This is an optimization exercise on Yosys and OpenROAD, whose aim is small area, not a production implementation. Where RTL was checked, it was by simulation tests only, not by an equivalence proof against the original. No functional check of the RTL was part of runs 1 and 2. Power is estimated from default activity; no workload was simulated.

===== flow/design.v =====
`timescale 1ns/10ps
package active_list_pkg;
  typedef logic [$clog2(32)-1:0] al_index_t;
  typedef logic [$clog2(8)-1:0] dq_index_t;  
  typedef logic [6-1:0] reg_addr_t;  
  typedef logic [32-1:0] data_t;  
  typedef struct packed {
    reg_addr_t logical;   
    reg_addr_t physical;  
  } map_pair_t;
  typedef struct packed {
    al_index_t tag;   
    data_t     data;
  } wb_result_t;
  typedef struct packed {
    reg_addr_t physical;  
    data_t     data;      
  } commit_t;
endpackage
`timescale 1ns/10ps
module active_list (
  input  logic        clk,
  input  logic        rst_n,
  input  logic        add_mapping,    
  input  logic [11:0] alloc_pair,     
  output logic [4:0]  alloc_tag,      
  input  logic        wb_valid,
  input  logic [36:0] wb_result,      
  input  logic        commit_ack,     
  input  logic        flush,
  output logic        commit_valid,
  output logic [37:0] commit,         
  output logic        restore_valid,  
  output logic [11:0] restore_pair,   
  output logic        flush_busy,
  output logic        dq_full         
);
  localparam int AW = $clog2(32);
  localparam int PW = 2 * 6;
  localparam int DW = 32;
  localparam int NS = 8;
  active_list_pkg::wb_result_t wb_res;
  assign wb_res = active_list_pkg::wb_result_t'(wb_result);
  logic [PW-1:0]        pair_mem [32];  
  logic [AW:0]          head;                  
  logic [AW:0]          tail;                  
  logic                 walking;               
  logic                 list_empty;
  logic                 alloc_accept;
  logic                 wb_write;
  logic                 retire;
  logic                 walk_step;
  logic [PW-1:0]        rd_pair;
  logic [DW-1:0]        slot_data [NS];        
  logic [AW-1:0]        slot_tag  [NS];        
  logic [NS-1:0]        slot_busy;             
  logic [NS-1:0]        slot_free;             
  logic [NS-1:0]        hit;                   
  logic [DW-1:0]        head_data;
  assign list_empty   = (head == tail);
  assign dq_full      = &slot_busy;
  assign flush_busy   = walking;
  assign alloc_accept = add_mapping && !walking;
  assign wb_write     = wb_valid && !walking && !dq_full;
  assign walk_step    = walking && !list_empty;
  assign alloc_tag     = tail[AW-1:0];
  assign restore_valid = walk_step;
  always_comb begin
    head_data = '0;
    for (int i = 0; i < NS; i++) begin
      hit[i]    = slot_busy[i] && (slot_tag[i] == head[AW-1:0]);
      head_data = head_data | ({DW{hit[i]}} & slot_data[i]);
    end
  end
  assign commit_valid = !list_empty && !walking && (|hit);
  assign retire       = commit_ack && commit_valid;
  always_comb begin
    rd_pair = '0;
    for (int i = 0; i < 32; i++) begin
      rd_pair = rd_pair | ({PW{walking ? (tail[AW-1:0] == AW'((i + 1) % 32))
                                       : (head[AW-1:0] == AW'(i))}} & pair_mem[i]);
    end
  end
  assign restore_pair = rd_pair;
  assign commit       = {rd_pair[6-1:0], head_data};
  always_comb begin
    logic below_busy;
    below_busy = 1'b1;
    for (int i = 0; i < NS; i++) begin
      slot_free[i] = below_busy && !slot_busy[i];
      below_busy   = below_busy && slot_busy[i];
    end
  end
  always_ff @(posedge clk or negedge rst_n) begin
    if (!rst_n) begin
      head      <= '0;
      tail      <= '0;
      walking   <= 1'b0;
      slot_busy <= '0;
    end else begin
      if (retire) begin
        head <= head + 1'b1;
      end
      if (walk_step) begin
        tail <= tail - 1'b1;
      end else if (alloc_accept) begin
        tail <= tail + 1'b1;
      end
      if (!walking) begin
        walking <= flush;
      end else if (list_empty) begin
        walking <= 1'b0;
      end
      if (flush && !walking) begin
        slot_busy <= '0;  
      end else begin
        for (int i = 0; i < NS; i++) begin
          if (wb_write && slot_free[i]) begin
            slot_busy[i] <= 1'b1;
          end else if (retire && hit[i]) begin
            slot_busy[i] <= 1'b0;
          end
        end
      end
    end
  end
  always_ff @(posedge clk) begin
    if (alloc_accept) begin
      pair_mem[tail[AW-1:0]] <= alloc_pair;
    end
    for (int i = 0; i < NS; i++) begin
      if (wb_write && slot_free[i]) begin
        slot_data[i] <= wb_res.data;
        slot_tag[i]  <= wb_res.tag;
      end
    end
  end
endmodule

===== flow/flow/run.sh =====
#!/bin/bash
# Own flow: the standard layout (standard.sh), with these changes:
#  - synthesis is the standard one except for the ABC script that maps the
#    combinational logic, which is flow/abc_area_map.script (area recovery
#    with &nf -R instead of the delay-driven default); registers, their
#    names and cell types are untouched, since dfflibmap runs before ABC
#  - port buffers use the smallest buffer, sky130_fd_sc_hd__buf_1
#  - clock tree synthesis clusters up to 16 flip-flops within 60 um under
#    each clkbuf_8 and inserts no dummy loads
# Each ORFS step writes its tool's full output to orfs/logs/; the whole
# make output also goes to standard.log in this folder.
set -euo pipefail
here=$(pwd)
rm -rf "$here/scripts_own"
cp -r "$FLOW_HOME/scripts" "$here/scripts_own"
cp "$here/flow/abc_area_map.script" "$here/scripts_own/abc_speed.script"
export SCRIPTS_DIR="$here/scripts_own"
export BUFFER_PORTS_ARGS="-buffer_cell sky130_fd_sc_hd__buf_1"
export CTS_ARGS="-sink_clustering_enable -repair_clock_nets -dont_use_dummy_load -sink_clustering_size 16 -sink_clustering_max_diameter 60 -buf_list {sky130_fd_sc_hd__clkbuf_8}"
bash standard.sh > standard.log 2>&1

===== flow/flow/abc_area_map.script =====
&get -n
&st
&syn3
&dch -f
&nf -R 2000 -p
&st
&syn3
&dch -f
&nf -R 2000 -p
&put
topo
dnsize -c

===== flow/standard.sh =====
#!/bin/bash
# synth_recipe.tcl (not shown) runs the flow's synth.tcl, then flattens the netlist and writes it again
# the make line also repeats each setting of config.mk as NAME=value (left out here)
make -C /OpenROAD-flow-scripts/flow DESIGN_CONFIG=/design/flow/config.mk WORK_HOME=/design/flow/orfs CLKGATE_MAP_FILE= SYNTH_SCRIPT=/design/flow/synth_recipe.tcl "${@:-finish}"

===== flow/config.mk =====
export PLATFORM = sky130hd
export DESIGN_NAME = active_list
export DESIGN_NICKNAME = active_list
export VERILOG_FILES = /design/flow/design.v
export SDC_FILE = /design/flow/constraint.sdc
export NUM_CORES = 4
export LEC_CHECK = 0
export CAP_MARGIN = 0
export CORE_MARGIN = 2
export CORE_UTILIZATION = 70
export SLEW_MARGIN = 0

===== flow/constraint.sdc =====
create_clock -name core_clock -period 7.5 [get_ports {clk}]
set_input_delay 1.5000 -clock core_clock [delete_from_list [all_inputs] [get_ports {clk}]]
set_output_delay 1.5000 -clock core_clock [all_outputs]
set_load 0.01 [all_outputs]

==> run notes, run 1 <==
status no timing/DRC/antenna violations; RSZ-0062 raised after global routing false; Critical Path Start Type register; number of I/O pins 114; Crit Path Category reg2out; WL/cell 32.92 um; top post-synthesis cells by area edfxtp_1, a222oi_1, a22oi_1; Synth area leader edfxtp_1; Max-Cap Viols 0; pwr dens 279.3 nW/um^2; DP Worst Slack 2464 ps; Slew headroom 0.09268; post-CTS setup buffer count 0; mux contribution to synthesized area 0.0008343; post-synthesis net count 1418; RR Endpoint head[5]; gr ovfl total 0; clock latency on the worst-skew pair 660 ps; FF-to-FF path depth 9; antenna violations before repair 4; critical path capture point type output port; Post-Synth XOR/XNOR Area 0.01615; largest net degree at the start of global routing 39; R2R Path Start head[4]; Avg Inst Size Synth 18.86 um^2; initial detailed-routing violation count 2658; Total Die Area 37960 um^2; Die W 194.8 um; Vias 15014; Min-Delay Path Class reg2reg; clock-pin slew of the registers on the worst-case setup and hold paths 100 ps; crit path launch head[4]; Area Growth Syn to Fin 9.099%; Worst EP arrival 4220 ps; Rows 69; CP max stage cell o22ai_2; largest family of logic cells by synthesized area compound AO/OA/AOI/OAI gates; Root Driver clkbuf_8; CTS Sinks 701; Setup crit end restore_pair[4]; Slew @ Worst Pin 1360 ps; non-filler cells, final 2025; Post-CTS Resized 0; Final period util 0.7624; Synth Area in Compound Gates 0.1009; total power 0.007768 W; core region area 35740 um^2; Synth cell types 37; Slowest Stage Delay on Critical Path 770 ps; setup ws final 1782 ps; CP max FO 19; Nets 1630; hpwl dp 39130 um; global-route wire length before repair 96340 um; CTS tree yes; ANT nets after route 0; die height 194.8 um; Gate Count Post-Synth 1352; Post-Place Cells 1973; Final Core Density 0.7782; setup TNS 0 ps; htree depth 2; number of global-route vias before repair 14856; I/O Buffers 113; maximum clock frequency 174.9 MHz; Adder-Cell Fraction of Synth Area 0.005693; Max Slew Vio Count 0; Synth Area in Simple Gates 0.04972; ratio of cells with drive above 1 in the final layout 0.09987; sequential-to-total area share from yosys stat 0.8216; worst clock skew 64.69 ps; Hold Fails Final Rpt 0; CTS Hold Bufs 0; final setup violating endpoints 0; area share of the largest cell type after synthesis 0.8009; vias per cell 7.414; Ys Warns 3; crit-path cells clkinv_1 > or3_1 > o22ai_2 > a222oi_1 > and4_1 > nand4_1 > buf_1; DRC Markers 0; total track usage 0.3572; FF-to-FF setup slack 3250 ps; Clock Path Buffers 3; Leak 8.456 nW; final wirelength 66660 um; synthesized flop and latch total 701; Num CTS Buffers 50; RePlAce Congestion 0.9438; Period minus WS final 5718 ps; Fill cells 1986; cell area after synthesis 25490 um^2; CP Data Required Time 6000 ps; Max VDD drop 0.0001808 V; Initial DRT Pass Iterations 8; Initial Utilization 0.7133
[worst max-delay path, delay by kind of cell (launching register included)]
family / cells / cell delay, ps
buf+inv: 2 / 930
flops: 1 / 520
compound gates: 2 / 1020
simple gates: 3 / 1100
[power breakdown]
part	total (W)	internal, W	switching, W
Clock	0.00168	0.000597	0.00108
Combinational	0.00155	0.000521	0.00103
Sequential	0.00454	0.00440	0.000135
[Yosys cell counts]
master    instances
o22ai_1          32
o21bai_1          1
a21oi_1          14
ha_1             10
nand3b_1          4
dfrtp_1          21
or2_0             1
nor2_1           54
nand3_1          54
a221oi_1         27
a221o_1           1
or3_1             4
o21ai_0           9
a222oi_1        113
and3_1            1
nor3_1            6
a22oi_1          77
nand4_1          40
a211oi_1          8
or4_1             7
mux2i_1           1
nand2b_1          7
or3b_1            3
fa_1              1
xor2_1            7
clkinv_1         13
nor2b_1           2
a21o_1            2
edfxtp_1        680
mux2_1            1
buf_4            11
and2_0            1
xnor2_1          40
a22o_1           25
nor4_1            3
nand2_1          67
and4_1            4
[cell type report]
type	instances	area, um^2	share of cell area
Tap cell	461	576.8	0.02074
Multi-Input combinational cell	627	4691	0.1686
Clock buffer	50	688.2	0.02474
Inverter	13	48.80	0.001754
Timing Repair Buffer	171	859.6	0.03090
Antenna cell	2	5.005	0.0001799
Sequential cell	701	20950	0.7530
[metrics by stage]
step	hold slack (ps)	cell area (um^2)
finish	488.2	27810
global route	520.0	27810
CTS	493.6	27810
detailed placement	475.9	27120
global placement	476.7	27120
floorplan	460.4	25490
[cell families after synthesis]
family,after synthesis
simple gates,258
mux,2
fa+ha+maj,11
xor+xnor,47
compound gates,309
buf+inv,24
flops,701
[cell usage in the layout (no fill, tap or decap), types with 8 or more instances in the layout]
cell type | Yosys | routed
xnor2_1 | 40 | 40
buf_1 | 0 | 113
a22o_1 | 25 | 25
buf_4 | 11 | 58
a22oi_1 | 77 | 77
nand3_1 | 54 | 54
edfxtp_1 | 680 | 680
dfrtp_1 | 21 | 21
a21oi_1 | 14 | 14
clkinv_1 | 13 | 13
o22ai_1 | 32 | 20
nand2_1 | 67 | 67
nor2_1 | 54 | 31
nor2_2 | 0 | 20
o21ai_0 | 9 | 9
a211oi_4 | 0 | 8
clkbuf_8 | 0 | 50
ha_1 | 10 | 10
a222oi_1 | 113 | 113
o22ai_2 | 0 | 12
nand4_1 | 40 | 40
a221oi_1 | 27 | 27
[metal layers]
metal  vias up  routed length [um]  GRT usage
met5         -                  27          0
met3       233                8848    0.08277
met1      7405               22140     0.4643
met4         4                3785     0.1903
met2      1188               31860     0.5728
li1       6184                   -          -
[registers in the layout, summed over array words and instances (netlist names)]
name	flops
head	6
pair_mem	384
slot_busy	8
slot_data	256
slot_tag	40
tail	6
walking	1
[worst min-delay path by stage]
stage	startpoint	to	slack, ps	cells past startpoint
finish	head[5]	head[5]	490	1
global route	tail[5]	tail[5]	520	1
CTS	head[5]	head[5]	490	1
detailed placement	head[5]	head[5]	480	1
global placement	head[5]	head[5]	480	1
floorplan	head[5]	head[5]	460	1
==> run 2: changes to the inputs <==
--- a/flow/config.mk
+++ b/flow/config.mk
@@ -10,2 +10,3 @@
 export CORE_UTILIZATION = 70
+export PLACE_DENSITY = 0.85
 export SLEW_MARGIN = 0
==> run notes, run 2 <==
core region area 35740 um^2 (unchanged); CP max stage cell o22ai_1 (was o22ai_2); RePlAce Congestion 0.8865 (was 0.9438); Max-Cap Viols 0 (unchanged); Period minus WS final 6163 ps (was 5718 ps); Post-synth top flop edfxtp_1 (unchanged); synthesized flop and latch total 701 (unchanged); setup TNS 0 ps (unchanged); Async SR Flop Fraction 0.02996 (unchanged); Initial Utilization 0.7133 (unchanged); vias per cell 7.667 (was 7.414); initial detailed-routing violation count 3069 (was 2658); commonest cells after routing, fill and taps aside edfxtp_1, a222oi_1, buf_1, a22oi_1, nand2_1 (unchanged); crit-path cells clkinv_1 > or3_1 > o22ai_1 > buf_4 > a22o_1 > a221oi_1 > and4_1 > nand4_1 > buf_1 (was clkinv_1 > or3_1 > o22ai_2 > a222oi_1 > and4_1 > nand4_1 > buf_1); hold path endpoint head[5] (unchanged); FF-to-FF setup slack 2850 ps (was 3250 ps); global-route wire length before repair 99420 um (was 96340 um); GRT met3 Usage 0.09717 (was 0.08277); RR Endpoint head[5] (unchanged); Area Growth Syn to Fin 9.070% (was 9.099%); htree depth 2 (unchanged); Hold Crit Start head[5] (unchanged); R2R Path Start head[4] (unchanged); Worst EP arrival 4660 ps (was 4220 ps); CTS tree yes (unchanged); ANT nets after route 0 (unchanged); largest net degree at the start of global routing 37 (was 39); Initial DRT Pass Iterations 9 (was 8); Ys Warns 3 (unchanged); Clock Path Buffers 3 (unchanged); Root Driver clkbuf_8 (unchanged); commonest non-fill, non-tap cell in the layout edfxtp_1 (unchanged); Post-CTS Resized 0 (unchanged); Synth cell types 37 (unchanged); Int Power 0.005537 W (was 0.005521 W); WL/cell 34.18 um (was 32.92 um); gr busiest metal met2 (unchanged); final setup violating endpoints 0 (unchanged); Logic pwr share 0.199 (was 0.200); Max Slew Vio Count 0 (unchanged); post-CTS setup buffer count 0 (unchanged); CP max FO 19 (unchanged); FF-to-FF path depth 9 (unchanged); Rows 69 (unchanged); Slowest Stage Delay on Critical Path 990 ps (was 770 ps); Avg Inst Size Synth 18.86 um^2 (unchanged); area share of the largest cell type after synthesis 0.8009 (unchanged); die height 194.8 um (unchanged); total track usage 0.3689 (was 0.3572); CP Data Required Time 6000 ps (about the same); Max VDD drop 0.0002304 V (was 0.0001808 V); hpwl dp 40170 um (was 39130 um); Leak 8.450 nW (was 8.456 nW); register share of total power 0.583 (was 0.584); FF/Latch Area 20950 um^2 (unchanged); met2 Usage GRT 0.5854 (was 0.5728); Num CTS Buffers 51 (was 50); worst path bufs/invs 3 (was 2); pwr dens 280.5 nW/um^2 (was 279.3 nW/um^2); EDFF count, synth 680 (unchanged); DP Worst Slack 2244 ps (was 2464 ps); gr ovfl total 0 (unchanged); Fill cells 1917 (was 1986); Critical Path Start Type register (unchanged); cell area after synthesis 25490 um^2 (unchanged); sequential-to-total area share from yosys stat 0.8216 (unchanged); Gate Count Post-Synth 1352 (unchanged); Clk pwr share 0.218 (was 0.216); Vias 15511 (was 15014); Slew headroom 0.08937 (was 0.09268); non-filler cells, final 2023 (was 2025); critical path capture point type output port (unchanged); top post-synthesis cells by area edfxtp_1, a222oi_1, a22oi_1 (unchanged); Multi-input gate area 4692 um^2 (was 4691 um^2); RSZ-0062 raised after global routing false (unchanged); status no timing/DRC/antenna violations (unchanged); maximum clock frequency 162.3 MHz (was 174.9 MHz); number of I/O pins 114 (unchanged); final wirelength 69140 um (was 66660 um); DRC Markers 0 (unchanged); post-synthesis net count 1418 (unchanged); CTS Hold Bufs 0 (unchanged); switching power share of the total 0.2901 (was 0.2892); Min-Delay Path Class reg2reg (unchanged); Final period util 0.8218 (was 0.7624); Psw 0.002263 W (was 0.002246 W); most common cell in the netlist edfxtp_1 (unchanged); I/O Buffers 113 (unchanged); clock-pin slew of the registers on the worst-case setup and hold paths 100 ps (about the same); Crit Path Category reg2out (unchanged); Slew @ Worst Pin 1364 ps (was 1360 ps); Post-Place Cells 1970 (was 1973); clock latency on the worst-skew pair 670 ps (was 660 ps); antenna violations before repair 2 (was 4); setup ws final 1337 ps (was 1782 ps); ratio of cells with drive above 1 in the final layout 0.1000 (was 0.09987); Top delay family on crit path buffers and inverters (was simple AND/OR/NAND/NOR gates); hold depth 1 (unchanged); Total Die Area 37960 um^2 (unchanged); number of global-route vias before repair 15428 (was 14856); Die W 194.8 um (unchanged); CTS Sinks 701 (unchanged); worst clock skew 60.16 ps (was 64.69 ps); Nets 1628 (was 1630); max FFs per register 384 (unchanged); Hold Fails Final Rpt 0 (unchanged); met1 track demand over resource 0.4665 (was 0.4643); Synth area leader edfxtp_1 (unchanged); Synth top cells by count edfxtp_1, a222oi_1, a22oi_1, nand2_1 (unchanged)
[run 2: cell counts after synthesis]
Identical to the previous run, type by type.
[run 2: worst max-delay path by stage]
stage / from / end / slack, ps / cells after the start
2_1_floorplan: wb_valid / slot_data[5][0] / 2250 / 4
3_3_place_gp: head[4] / restore_pair[6] / 2410 / 9
3_5_place_dp: head[4] / restore_pair[6] / 2240 / 9
4_1_cts: head[4] / restore_pair[6] / 1430 / 9
5_1_grt: head[4] / restore_pair[6] / 1210 / 9
6_report: head[4] / restore_pair[6] / 1340 / 9
[run 2: area by class of cell]
class	count	area share
Sequential cell	701	0.7532
Multi-Input combinational cell	627	0.1687
Timing Repair Buffer	168	0.03010
Clock buffer	51	0.02524
Tap cell	461	0.02074
Inverter	13	0.001755
Antenna cell	2	0.0001800
[run 2: layer usage]
metal / vias up / wire length, um
met4: 0 / 4511
li1: 6192 / -
met3: 287 / 10340
met1: 7485 / 21830
met5: - / 0
met2: 1547 / 32460
[run 2: worst reg2reg max path, cell delays in order, from the launching register on]
cell and delay (ps):
dfrtp_1 530, clkinv_1 720, a211oi_4 1100, buf_4 450
nor4_1 120, a21oi_1 200, and2_0 810, nand4_1 260
nor2_1 170, xor2_1 150
[run 2: power by group through the flow]
stage / logic [W] / clock network, W / registers (W)
after floorplan: 0.000946 / 0 / 0.00459
after global placement: 0.00147 / 0 / 0.00462
after detailed placement: 0.00151 / 0 / 0.00463
after CTS: 0.00152 / 0.00169 / 0.00455
after global routing: 0.00164 / 0.00180 / 0.00456
final: 0.00155 / 0.00170 / 0.00455
[run 2: cells by family (layout without fill, tap and decap cells)]
kind of cell,count (synthesis),in the layout,synth area share
flip-flops,701,701,0.8216
AO/OA/AOI/OAI,309,309,0.1009
AND/OR/NAND/NOR,258,258,0.04972
XOR/XNOR,47,47,0.01615
buffers and inverters,24,232,0.005153
adder cells (fa/ha/maj),11,11,0.005693
multiplexers,2,2,0.0008343
other,0,2,0
[run 2: per-stage QoR]
stage	hold WS, ps	instance area [um^2]	util	power (W)
2_1_floorplan	460.4	25490	-	0.005534
4_1_cts	487.2	27800	0.7778	0.007754
6_report	487.1	27810	0.7780	0.007799
3_3_place_gp	474.8	27100	0.7582	0.006096
5_1_grt	493.7	27810	0.7780	0.008008
3_5_place_dp	479.6	27100	0.7582	0.006145
==> run 3: changes to the inputs <==
--- a/flow/design.v
+++ b/flow/design.v
@@ -52,2 +52,3 @@
   logic                 walk_step;
+  logic [AW-1:0]        rd_index;              
   logic [PW-1:0]        rd_pair;
@@ -76,2 +77,3 @@
   assign retire       = commit_ack && commit_valid;
+  assign rd_index = walking ? (tail[AW-1:0] - 1'b1) : head[AW-1:0];
   always_comb begin
@@ -79,4 +81,3 @@
     for (int i = 0; i < 32; i++) begin
-      rd_pair = rd_pair | ({PW{walking ? (tail[AW-1:0] == AW'((i + 1) % 32))
-                                       : (head[AW-1:0] == AW'(i))}} & pair_mem[i]);
+      rd_pair = rd_pair | ({PW{rd_index == AW'(i)}} & pair_mem[i]);
     end
--- a/flow/flow/run.sh
+++ b/flow/flow/run.sh
@@ -7,4 +7,4 @@
 #  - port buffers use the smallest buffer, sky130_fd_sc_hd__buf_1
-#  - clock tree synthesis clusters up to 16 flip-flops within 60 um under
-#    each clkbuf_8 and inserts no dummy loads
+#  - clock tree synthesis clusters up to 12 flip-flops within 40 um under
+#    each clkbuf_4 and inserts no dummy loads
 # Each ORFS step writes its tool's full output to orfs/logs/; the whole
@@ -18,3 +18,3 @@
 export BUFFER_PORTS_ARGS="-buffer_cell sky130_fd_sc_hd__buf_1"
-export CTS_ARGS="-sink_clustering_enable -repair_clock_nets -dont_use_dummy_load -sink_clustering_size 16 -sink_clustering_max_diameter 60 -buf_list {sky130_fd_sc_hd__clkbuf_8}"
+export CTS_ARGS="-sink_clustering_enable -repair_clock_nets -dont_use_dummy_load -sink_clustering_size 12 -sink_clustering_max_diameter 40 -buf_list {sky130_fd_sc_hd__clkbuf_4}"
 bash standard.sh > standard.log 2>&1
==> run notes, run 3 <==
status no timing/DRC/antenna violations (unchanged); Final Core Density 0.7581 (was 0.7780); total power 0.007937 W (was 0.007799 W); Initial DRT Pass Iterations 6 (was 9); post-CTS setup buffer count 0 (unchanged); Ys Warns 3 (unchanged); RePlAce Congestion 0.9005 (was 0.8865); Final period util 0.8281 (was 0.8218); Max Slew Vio Count 0 (unchanged); max FFs per register 384 (unchanged); ratio of cells with drive above 1 in the final layout 0.07975 (was 0.1000); post-synthesis net count 1434 (was 1418); Slew @ Worst Pin 1315 ps (was 1364 ps); area share of the largest cell type after synthesis 0.7985 (was 0.8009); I/O Buffers 113 (unchanged); maximum clock frequency 161.0 MHz (was 162.3 MHz); most common cell in the netlist edfxtp_1 (unchanged); non-filler cells, final 2052 (was 2023); total track usage 0.3045 (was 0.3689); commonest non-fill, non-tap cell in the layout edfxtp_1 (unchanged); Area Growth Syn to Fin 7.501% (was 9.070%); Max-Cap Viols 0 (unchanged); Total Die Area 38080 um^2 (was 37960 um^2); CTS Hold Bufs 0 (unchanged); RSZ-0062 raised after global routing false (unchanged); Slew headroom 0.1202 (was 0.08937); Synth cell types 33 (was 37); Clock Path Buffers 3 (unchanged); clock latency on the worst-skew pair 800 ps (was 670 ps); Synth top cells by count edfxtp_1, a22oi_1, nor2_1, nand4_1, a221oi_1 (was edfxtp_1, a222oi_1, a22oi_1, nand2_1); clock-pin slew of the registers on the worst-case setup and hold paths 110 ps (was 100 ps); global-route wire length before repair 85340 um (was 99420 um); Post-synth top flop edfxtp_1 (unchanged); htree depth 3 (was 2); CP Data Required Time 6000 ps (about the same); CP max FO 12 (was 19); largest net degree at the start of global routing 39 (was 37); Critical Path Start Type register (unchanged); final wirelength 57550 um (was 69140 um); Num CTS Buffers 74 (was 51); Die W 195.1 um (was 194.8 um); Initial Utilization 0.7052 (was 0.7133); number of global-route vias before repair 14401 (was 15428); Post-CTS Resized 0 (unchanged); Leak 8.361 nW (was 8.450 nW); initial detailed-routing violation count 2077 (was 3069); vias per cell 7.084 (was 7.667); Synth area leader edfxtp_1 (unchanged); DRC Markers 0 (unchanged); number of I/O pins 114 (unchanged); critical path capture point type output port (unchanged); worst clock skew 57.92 ps (was 60.16 ps); Worst EP arrival 4710 ps (was 4660 ps); Async SR Flop Fraction 0.02996 (unchanged); Period minus WS final 6211 ps (was 6163 ps); Rows 70 (was 69); Crit Path Category reg2out (unchanged); top post-synthesis cells by area edfxtp_1, a22oi_1, dfrtp_1 (was edfxtp_1, a222oi_1, a22oi_1); die height 195.1 um (was 194.8 um); Vias 14536 (was 15511); Avg Inst Size Synth 18.69 um^2 (was 18.86 um^2); Root Driver clkbuf_4 (was clkbuf_8); ANT nets after route 0 (unchanged); synthesized flop and latch total 701 (unchanged); WL/cell 28.05 um (was 34.18 um); Post-Place Cells 1974 (was 1970); final setup violating endpoints 0 (unchanged); Nets 1648 (was 1628); Gate Count Post-Synth 1368 (was 1352); hpwl dp 34610 um (was 40170 um); CTS Sinks 701 (unchanged); Min-Delay Path Class reg2reg (unchanged); Fill cells 1989 (was 1917); setup TNS 0 ps (unchanged); Max VDD drop 0.0002130 V (was 0.0002304 V); pwr dens 288.7 nW/um^2 (was 280.5 nW/um^2); sequential-to-total area share from yosys stat 0.8191 (was 0.8216); cell area after synthesis 25570 um^2 (was 25490 um^2); antenna violations before repair 4 (was 2); core region area 36260 um^2 (was 35740 um^2); hold slack final 495.8 ps (was 487.1 ps); Hold Fails Final Rpt 0 (unchanged); gr ovfl total 0 (unchanged); commonest cells after routing, fill and taps aside edfxtp_1, a22oi_1, buf_1, nor2_1, clkbuf_4 (was edfxtp_1, a222oi_1, buf_1, a22oi_1, nand2_1); EDFF count, synth 680 (unchanged); CTS tree yes (unchanged)
[run 3: cell types whose count changed after synthesis, sizes merged, moves of 28 or more]
| cell | before | now |
|---|---|---|
| a222oi | 113 | 48 |
| a22oi | 77 | 132 |
| nor2 | 54 | 88 |
| o22ai | 32 | 0 |
| a22o | 25 | 54 |
| a221oi | 27 | 55 |
[run 3: through the flow]
step           worst slack, ps  instance area [um^2]
2_1_floorplan             2175                 25570
3_3_place_gp              2472                 26920
3_5_place_dp              2272                 26920
4_1_cts                   1434                 27480
5_1_grt                   1147                 27480
6_report                  1289                 27490
[run 3: cell type report]
class	instances	area (um^2)	share of cell area
sequential	701	20950	0.7619
tap	468	585.6	0.02130
antenna	4	10.01	0.0003641
inverter	7	26.28	0.0009558
multi-input combinational	649	4673	0.1700
clock buffer	74	555.5	0.02021
timing repair buffer	149	694.4	0.02526
[run 3: cell families (layout without fill, tap and decap cells)]
| logic type | after synthesis | after routing | synth area share |
|---|---|---|---|
| buffers and inverters | 18 | 230 | 0.004257 |
| AOI/OAI and AO/OA | 334 | 334 | 0.1052 |
| other | 0 | 4 | 0 |
| adders and majority gates | 11 | 11 | 0.005676 |
| xor gates and xnor gates | 50 | 50 | 0.01712 |
| and+or+nand+nor | 253 | 253 | 0.04820 |
| DFF | 701 | 701 | 0.8191 |
| muxes | 1 | 1 | 0.0004403 |
[run 3: final timing paths]
path                         start               to  slack [ps]  cells past startpoint
max in group asynchronous    rst_n          tail[3]        5840                      1
hold reg to reg            tail[5]          tail[5]         500                      1
hold / removal             tail[5]          tail[5]         500                      1
setup / recovery           tail[0]  restore_pair[2]        1290                     12
setup reg to reg           head[4]          head[5]        3110                      9
min in group asynchronous    rst_n          head[2]         910                      1
[run 3: report_power, final]
group / internal, W / total, W / leakage (nW) / switching, W
logic: 0.000613 / 0.00190 / 1.64 / 0.00129
registers: 0.00439 / 0.00450 / 6.38 / 0.000105
clock network: 0.000457 / 0.00154 / 0.340 / 0.00108
total: 0.00546 / 0.00794 / 8.36 / 0.00247
[run 3: layer usage]
layer,part of all wire,global-route usage,vias up
met5,0,0,-
met4,0.035,0.1397,0
met3,0.11,0.07565,142
met2,0.49,0.4898,1038
met1,0.36,0.4011,7147
li1,-,-,6209
[run 3: critical path: stages, from the launching register on]
cell and delay [ps]:
dfrtp_1 520, clkinv_1 290, ha_1 330, xnor2_1 140
a21oi_1 440, nor2_1 100, nand2_1 180, nor2_1 240
a22o_1 310, a221oi_1 450, nand4_1 370, or3_1 440
buf_1 150

-- static timing again, ports no longer ideal --
The flow's constraints put no driver on any port. The routed layouts listed below were extracted and timed again, unchanged, in two steps.
Step 1: set_driving_cell puts a clkbuf_16 on clk and a buf_2 on each other input, an assumption about the parent block.
Step 2 also shifts input and output timing later by t, the mid clock arrival at the registers, as if the neighbouring blocks saw the same clock.
Slacks: no drivers / after step 1 / after step 2; pairs: no drivers / after step 1.
run | t, ns | slack for setup (ns) | worst hold slack (ns) | latest minus earliest clock arrival (ns) | pins driven straight from the clock port
run 1 | 0.683 | 1.782 / 1.726 / 2.410 | 0.488 / 0.488 / 0.488 | 0.064 / 0.065 | 1
run 2 | 0.686 | 1.337 / 1.289 / 1.976 | 0.487 / 0.487 / 0.487 | 0.061 / 0.061 | 1
run 3 | 0.824 | 1.289 / 1.235 / 2.059 | 0.496 / 0.496 / 0.496 | 0.059 / 0.059 | 1
After both steps every run listed still meets setup and hold.
